What follows belongs to an exercise in optimizing a design on an open flow for small area and a short achievable clock period; a production flow would make more cautious choices.
RTL that was checked went through simulation tests only; none was proved equivalent to the original.
Power and IR drop assume default switching activity.

==> flow/design.v <==
module fft_r2sdf_stage #(
  parameter int unsigned N_LOG2 = 8,
  parameter int unsigned STAGE  = 0,
  parameter int unsigned DW     = 16
) (
  input  logic          clk,
  input  logic          rst_n,
  input  logic          din_valid,
  input  logic          din_sop,
  input  logic [DW-1:0] din_re,
  input  logic [DW-1:0] din_im,
  output logic          dout_valid,
  output logic          dout_sop,
  output logic [DW-1:0] dout_re,
  output logic [DW-1:0] dout_im,
  output logic [15:0]   dout_theta
);
  localparam int unsigned D   = 2 ** (N_LOG2 - 1 - STAGE);
  localparam int unsigned CW  = N_LOG2 - STAGE;
  localparam int unsigned DW1 = DW + 1;
  logic [CW-1:0]         cnt;
  logic                  primed;
  logic                  bfly, rot0;
  logic [15:0]           th_cnt;
  logic signed [DW-1:0]  a_re, a_im, neg_re, pre_re, pre_im, fil_re, fil_im;
  logic signed [DW-1:0]  sum_re, sum_im, dif_re, dif_im;
  logic signed [DW-1:0]  o_re, o_im, push_re, push_im;
  logic signed [DW-1:0]  dl_re [D];
  logic signed [DW-1:0]  dl_im [D];
  function automatic logic [DW-1:0] add_half(input logic [DW-1:0] x, input logic [DW-1:0] y,
                                             input logic ci);
    logic [DW-1:0] p, g, gg, pp, gn, pn, c;
    p  = x ^ y;
    g  = x & y;
    gg = g;
    pp = p;
    gg[0] = g[0] | (p[0] & ci);
    for (int d = 1; d < DW; d = d * 2) begin
      gn = gg;
      pn = pp;
      for (int i = d; i < DW; i++) begin
        gn[i] = gg[i] | (pp[i] & gg[i-d]);
        pn[i] = pp[i] & pp[i-d];
      end
      gg = gn;
      pp = pn;
    end
    c = {gg[DW-2:0], ci};
    add_half = {p[DW-1] ^ gg[DW-1], p[DW-1:1] ^ c[DW-1:1]};
  endfunction
  always_comb begin
    a_re   = dl_re[D-1];
    a_im   = dl_im[D-1];
    rot0   = ~cnt[CW-1] && (cnt[CW-2:0] > (CW-1)'(D/2));
    pre_re = rot0 ? a_im : a_re;
    for (int i = 0; i < DW; i++)
      neg_re[i] = a_re[i] ^ (|(a_re & DW'((1 << i) - 1)));
    pre_im = rot0 ? neg_re : a_im;
    th_cnt = '0;
    for (int i = 0; i < D; i++)
      if (cnt[CW-2:0] == (CW-1)'(i))
        th_cnt = 16'(-360 * ((i > D/2) ? i - D/2 : i));
    if (cnt[CW-1]) th_cnt = '0;
  end
  always_comb begin
    bfly     = cnt[CW-1] & ~din_sop;
    sum_re   = add_half(a_re, din_re, 1'b0);
    sum_im   = add_half(a_im, din_im, 1'b0);
    dif_re   = add_half(a_re, ~din_re, 1'b1);
    dif_im   = add_half(a_im, ~din_im, 1'b1);
    fil_re   = din_sop ? a_re : pre_re;
    fil_im   = din_sop ? a_im : pre_im;
    o_re     = bfly ? sum_re : fil_re;
    o_im     = bfly ? sum_im : fil_im;
    push_re  = bfly ? dif_re : din_re;
    push_im  = bfly ? dif_im : din_im;
  end
  always_ff @(posedge clk) begin
    if (din_valid) begin
      dl_re[0] <= push_re;
      dl_im[0] <= push_im;
      for (int unsigned i = 1; i < D; i++) begin
        dl_re[i] <= dl_re[i-1];
        dl_im[i] <= dl_im[i-1];
      end
    end
  end
  always_ff @(posedge clk) begin
    dout_re          <= o_re;
    dout_im          <= o_im;
    dout_theta[15:3] <= din_sop ? 13'd0 : th_cnt[15:3];
  end
  assign dout_theta[2:0] = 3'd0;   
  always_ff @(posedge clk or negedge rst_n) begin
    if (!rst_n) begin
      cnt        <= '0;
      primed     <= 1'b0;
      dout_valid <= 1'b0;
      dout_sop   <= 1'b0;
    end else begin
      dout_valid <= din_valid & (bfly | primed);
      dout_sop   <= din_valid & ~din_sop & (cnt == CW'(D));
      if (din_valid) begin
        cnt <= din_sop ? CW'(1) : cnt + CW'(1);
        if (bfly) primed <= 1'b1;
      end
    end
  end
endmodule
==> flow/config.mk <==
export PLATFORM = sky130hd
export DESIGN_NAME = fft_r2sdf_stage
export DESIGN_NICKNAME = fft_r2sdf_stage
export VERILOG_FILES = /design/flow/design.v
export SDC_FILE = /design/flow/constraint.sdc
export NUM_CORES = 4
export LEC_CHECK = 0
export ABC_CLOCK_PERIOD_IN_PS = 2000
export CAP_MARGIN = 20
export CORE_MARGIN = 2
export CORE_UTILIZATION = 65
export CTS_CLUSTER_DIAMETER = 80
export CTS_CLUSTER_SIZE = 30
export SETUP_SLACK_MARGIN = 3.0
export SLEW_MARGIN = 20
==> flow/constraint.sdc <==
create_clock -name core_clock -period 5.5 [get_ports {clk}]
set_input_delay 1.1000 -clock core_clock [delete_from_list [all_inputs] [get_ports {clk}]]
set_output_delay 1.1000 -clock core_clock [all_outputs]
set_load 0.01 [all_outputs]
standard.sh (not shown) runs the stock make flow with config.mk's settings and CLKGATE_MAP_FILE= SYNTH_SCRIPT=/design/flow/synth_recipe.tcl, a recipe that flattens the netlist after the stock synthesis.
==> flow/flow/run.sh <==
#!/bin/bash
# Standard ORFS layout, with the port buffers made from plain buffers instead of the
# delay-cell buffers buffer_ports picks by default.
set -euo pipefail
export BUFFER_PORTS_ARGS="-buffer_cell sky130_fd_sc_hd__buf_4"
bash standard.sh > standard.log 2>&1
Edit:
--- a/flow/design.v
+++ b/flow/design.v
@@ -24,31 +24,11 @@
   logic [15:0]           th_cnt;
   logic signed [DW-1:0]  a_re, a_im, neg_re, pre_re, pre_im, fil_re, fil_im;
   logic signed [DW-1:0]  sum_re, sum_im, dif_re, dif_im;
   logic signed [DW-1:0]  o_re, o_im, push_re, push_im;
+  logic signed [DW1-1:0] sum_re_w, sum_im_w, dif_re_w, dif_im_w;
   logic signed [DW-1:0]  dl_re [D];
   logic signed [DW-1:0]  dl_im [D];
-  function automatic logic [DW-1:0] add_half(input logic [DW-1:0] x, input logic [DW-1:0] y,
-                                             input logic ci);
-    logic [DW-1:0] p, g, gg, pp, gn, pn, c;
-    p  = x ^ y;
-    g  = x & y;
-    gg = g;
-    pp = p;
-    gg[0] = g[0] | (p[0] & ci);
-    for (int d = 1; d < DW; d = d * 2) begin
-      gn = gg;
-      pn = pp;
-      for (int i = d; i < DW; i++) begin
-        gn[i] = gg[i] | (pp[i] & gg[i-d]);
-        pn[i] = pp[i] & pp[i-d];
-      end
-      gg = gn;
-      pp = pn;
-    end
-    c = {gg[DW-2:0], ci};
-    add_half = {p[DW-1] ^ gg[DW-1], p[DW-1:1] ^ c[DW-1:1]};
-  endfunction
   always_comb begin
     a_re   = dl_re[D-1];
     a_im   = dl_im[D-1];
     rot0   = ~cnt[CW-1] && (cnt[CW-2:0] > (CW-1)'(D/2));
@@ -63,12 +43,16 @@
     if (cnt[CW-1]) th_cnt = '0;
   end
   always_comb begin
     bfly     = cnt[CW-1] & ~din_sop;
-    sum_re   = add_half(a_re, din_re, 1'b0);
-    sum_im   = add_half(a_im, din_im, 1'b0);
-    dif_re   = add_half(a_re, ~din_re, 1'b1);
-    dif_im   = add_half(a_im, ~din_im, 1'b1);
+    sum_re_w = DW1'(a_re) + DW1'($signed(din_re));
+    sum_im_w = DW1'(a_im) + DW1'($signed(din_im));
+    dif_re_w = DW1'(a_re) - DW1'($signed(din_re));
+    dif_im_w = DW1'(a_im) - DW1'($signed(din_im));
+    sum_re   = DW'(sum_re_w >>> 1);
+    sum_im   = DW'(sum_im_w >>> 1);
+    dif_re   = DW'(dif_re_w >>> 1);
+    dif_im   = DW'(dif_im_w >>> 1);
     fil_re   = din_sop ? a_re : pre_re;
     fil_im   = din_sop ? a_im : pre_im;
     o_re     = bfly ? sum_re : fil_re;
     o_im     = bfly ? sum_im : fil_im;
After rerunning:
- setup slack gets better by 0.20 ns
- final area increases by 0.96%
- maximum frequency increases by 7.1%
- global-route usage increases by 0.42 points
- via count increases by 3.3%
- register-to-register slack gets better by 0.20 ns
- final cell count increases by 1.8%
- critical path depth decreases by 4
- first-iteration DRC count decreases by 1.8%
- clock power barely changes
- wire length increases by 4.5%
For the second run of this note, only the layout was checked, not whether the RTL still works.

[separate check: timing with driven ports]
The results above use ideal ports. As a check the final layouts listed here were re-extracted and re-timed, cells and wires unchanged. Step 1: set_driving_cell puts a clkbuf_16 on clk and a buf_2 on each other input, an assumption about the parent block. Step 2 adds t to the input delays and takes it off the output delays; t is the mean of the earliest and latest rising clock arrival at the registers after step 1. Input paths then give back, and output paths get back, about the clock's delay inside the block. Three values: ideal, step 1, step 2; two values: the first two.
run	t, ns	setup WS [ns]	latest minus earliest clock arrival (ns)	worst register clock-pin slew, ns
the first run	0.907	2.528 / 2.528 / 1.732	0.055 / 0.055	0.11 / 0.11
the second run	0.921	2.724 / 2.724 / 1.851	0.055 / 0.055	0.11 / 0.11
After both steps every run listed still meets setup and hold. For the second run, which loses most, drivers alone change the setup slack by 0.000 ns; drivers and shift together by -0.873 ns.
